This is an optimization exercise on Yosys and OpenROAD, whose aim is small area, not a production implementation.
The RTL was checked by simulation tests, not by an equivalence proof against the original design.

## job 101
// keccak_load_top
module keccak_load_top #(
    parameter int W = 64
) (
    input  logic                    clk,
    input  logic                    rst_n,
    input  logic                    start,
    input  logic                    data_valid,
    input  logic [W-1:0]            data_in,
    output logic                    need_data,
    output logic                    block_valid,
    output logic                    last_block,
    output keccak_pkg::rate_block_t block_out,
    output keccak_pkg::mode_t       operation_mode,
    output keccak_pkg::out_size_t   output_size,
    output logic                    busy,
    output logic                    done
);
==> flow/config.mk <==
export PLATFORM = sky130hd
export DESIGN_NAME = keccak_load_top
export DESIGN_NICKNAME = keccak_load_top
export VERILOG_FILES = /design/flow/design.v
export SDC_FILE = /design/flow/constraint.sdc
export NUM_CORES = 4
export LEC_CHECK = 0
export CAP_MARGIN = 20
export CORE_AREA = 10 10 310 310
export DIE_AREA = 0 0 320 320
export PLACE_DENSITY = 0.7
export SLEW_MARGIN = 20
==> flow/constraint.sdc <==
create_clock -name core_clock -period 6.0 [get_ports {clk}]
set_input_delay 1.2000 -clock core_clock [delete_from_list [all_inputs] [get_ports {clk}]]
set_output_delay 1.2000 -clock core_clock [all_outputs]
set_load 0.01 [all_outputs]
standard.sh (not shown) runs the stock make flow with config.mk's settings and CLKGATE_MAP_FILE= SYNTH_SCRIPT=/design/flow/synth_recipe.tcl, a recipe that flattens the netlist after the stock synthesis.
==> flow/flow/run.sh <==
#!/bin/bash
# Standard ORFS layout (the standard.sh, standard synthesis unchanged) with three changes:
#  - the port buffers on every input and output use the smallest buffer, buf_1, instead of
#    the resizer's default pick (clkdlybuf4s50_1);
#  - pins may sit one routing track apart instead of two, so that all 1451 ports fit on the
#    edge of the smaller die set in config.mk;
#  - clock tree synthesis clusters up to 18 flip-flops within 55 um per clkbuf_8 leaf buffer
#    and inserts no dummy loads, instead of one clkbuf_16 per ~10 flip-flops plus dummy loads.
# The full make output goes to standard_flow.log; ORFS keeps each step's log under orfs/logs.
set -euo pipefail
export BUFFER_PORTS_ARGS="-buffer_cell sky130_fd_sc_hd__buf_1"
export PLACE_PINS_ARGS="-min_distance 1 -min_distance_in_tracks"
export CTS_ARGS="-sink_clustering_enable -repair_clock_nets -dont_use_dummy_load -sink_clustering_size 18 -sink_clustering_max_diameter 55 -buf_list sky130_fd_sc_hd__clkbuf_8"
bash standard.sh > standard_flow.log 2>&1
The flow did not stop early for job 101: all stages ran, and the layout cleared the timing, DRC and antenna checks.
Edits applied to the flow inputs when going from job 101 to job 102:
Settings: a change of DIE_AREA from 0 0 320 320 to 0 0 430 430; a change of CORE_AREA from 10 10 310 310 to 10 10 420 420.
==> flow/flow/run.sh <==
#!/bin/bash
# Standard ORFS layout (the standard.sh, standard synthesis unchanged) with two changes:
#  - the port buffers on every input and output use the smallest buffer, buf_1, instead of
#    the resizer's default pick (clkdlybuf4s50_1);
#  - clock tree synthesis clusters up to 15 flip-flops within 50 um per clkbuf_8 leaf buffer and inserts no
#    dummy loads, instead of one clkbuf_16 per ~10 flip-flops plus dummy loads.
set -euo pipefail
export BUFFER_PORTS_ARGS="-buffer_cell sky130_fd_sc_hd__buf_1"
export CTS_ARGS="-sink_clustering_enable -repair_clock_nets -dont_use_dummy_load -sink_clustering_size 15 -sink_clustering_max_diameter 50 -buf_list sky130_fd_sc_hd__clkbuf_8"
bash standard.sh > standard_flow.log 2>&1
Results
Re setup slack: job 102 is 260 ps down on job 101. Job 101 has lower antenna diode instance count than job 102. Job 101 vs job 102, highest metal layer with signal wires: met5 vs met4. Compared with job 101, job 102 shows a higher area added between synthesis and finish. Floorplan row count up 41 in job 102 wrt job 101. Job 102 reports a higher wire length than job 101 does. Taking job 101 as the reference, in job 102 fraction of cell area in non-clock buffers shrank by 0.30 points; cell area after placement up 1300 µm²; iteration count of the initial detailed-routing pass now sits higher; non-clock buffer count closely matched the old numbers.
Edits applied to the flow inputs when going from job 102 to job 103:
Settings: DIE_AREA: 0 0 430 430 -> 0 0 320 320; CORE_AREA: 10 10 420 420 -> 10 10 310 310.
-- flow/flow/run.sh --
<<< job 102, line 2
# Standard ORFS layout (the standard.sh, standard synthesis unchanged) with two changes:
>>> job 103, line 2
# Standard ORFS layout (the standard.sh, standard synthesis unchanged) with three changes:
<<< job 102, line 5
#  - clock tree synthesis clusters up to 15 flip-flops within 50 um per clkbuf_8 leaf buffer and inserts no
#    dummy loads, instead of one clkbuf_16 per ~10 flip-flops plus dummy loads.
>>> job 103, line 5
#  - pins may sit one routing track apart instead of two, so that all 1451 ports fit on the
#    edge of the smaller die set in config.mk;
#  - clock tree synthesis clusters up to 15 flip-flops within 50 um per clkbuf_8 leaf buffer
#    and inserts no dummy loads, instead of one clkbuf_16 per ~10 flip-flops plus dummy loads.
# The full make output goes to standard_flow.log; ORFS keeps each step's log under orfs/logs.
<<< job 102, line 9
>>> job 103, line 12
export PLACE_PINS_ARGS="-min_distance 1 -min_distance_in_tracks"
Results
Changes observed in job 103 relative to job 102: post-route non-filler standard cell count shows a reduction of 19%; met2 demand-to-capacity share in global routing shows an increase of 9.5 points; die width shows a reduction of about 26%. Largest buffer count on any clock path came out exactly the same in job 103 and job 102. Remaining global-route overflow came out exactly the same in job 103 and job 102. Looking only at area growth from synthesis to final layout, and setting everything else aside, the higher value of job 103 and job 102 goes to job 102. Detailed-route wire length on metal 1 of job 103 falls short of that of job 102 by more than a quarter.

[separate check: timing with driven ports]
The results above use ideal ports. As a check the final layouts listed here were re-extracted and re-timed, cells and wires unchanged.
Step 1, drivers: a clkbuf_16 drives clk and a buf_2 each remaining input, both assumed.
Step 2 adds t to the input delays and takes it off the output delays; t is the mean of the earliest and latest rising clock arrival at the registers after step 1. Input paths then give back, and output paths get back, about the clock's delay inside the block.
Slacks: no drivers / after step 1 / after step 2; pairs: no drivers / after step 1.
| run | shift t [ns] | setup slack, ns | clock arrival spread, ns |
|---|---|---|---|
| job 101 | 0.818 | 1.577 / 1.513 / 2.005 | 0.085 / 0.085 |
| job 102 | 0.920 | 1.318 / 1.235 / 2.039 | 0.137 / 0.137 |
| job 103 | 0.839 | 1.568 / 1.505 / 1.960 | 0.091 / 0.091 |
After both steps every run listed still meets setup and hold.
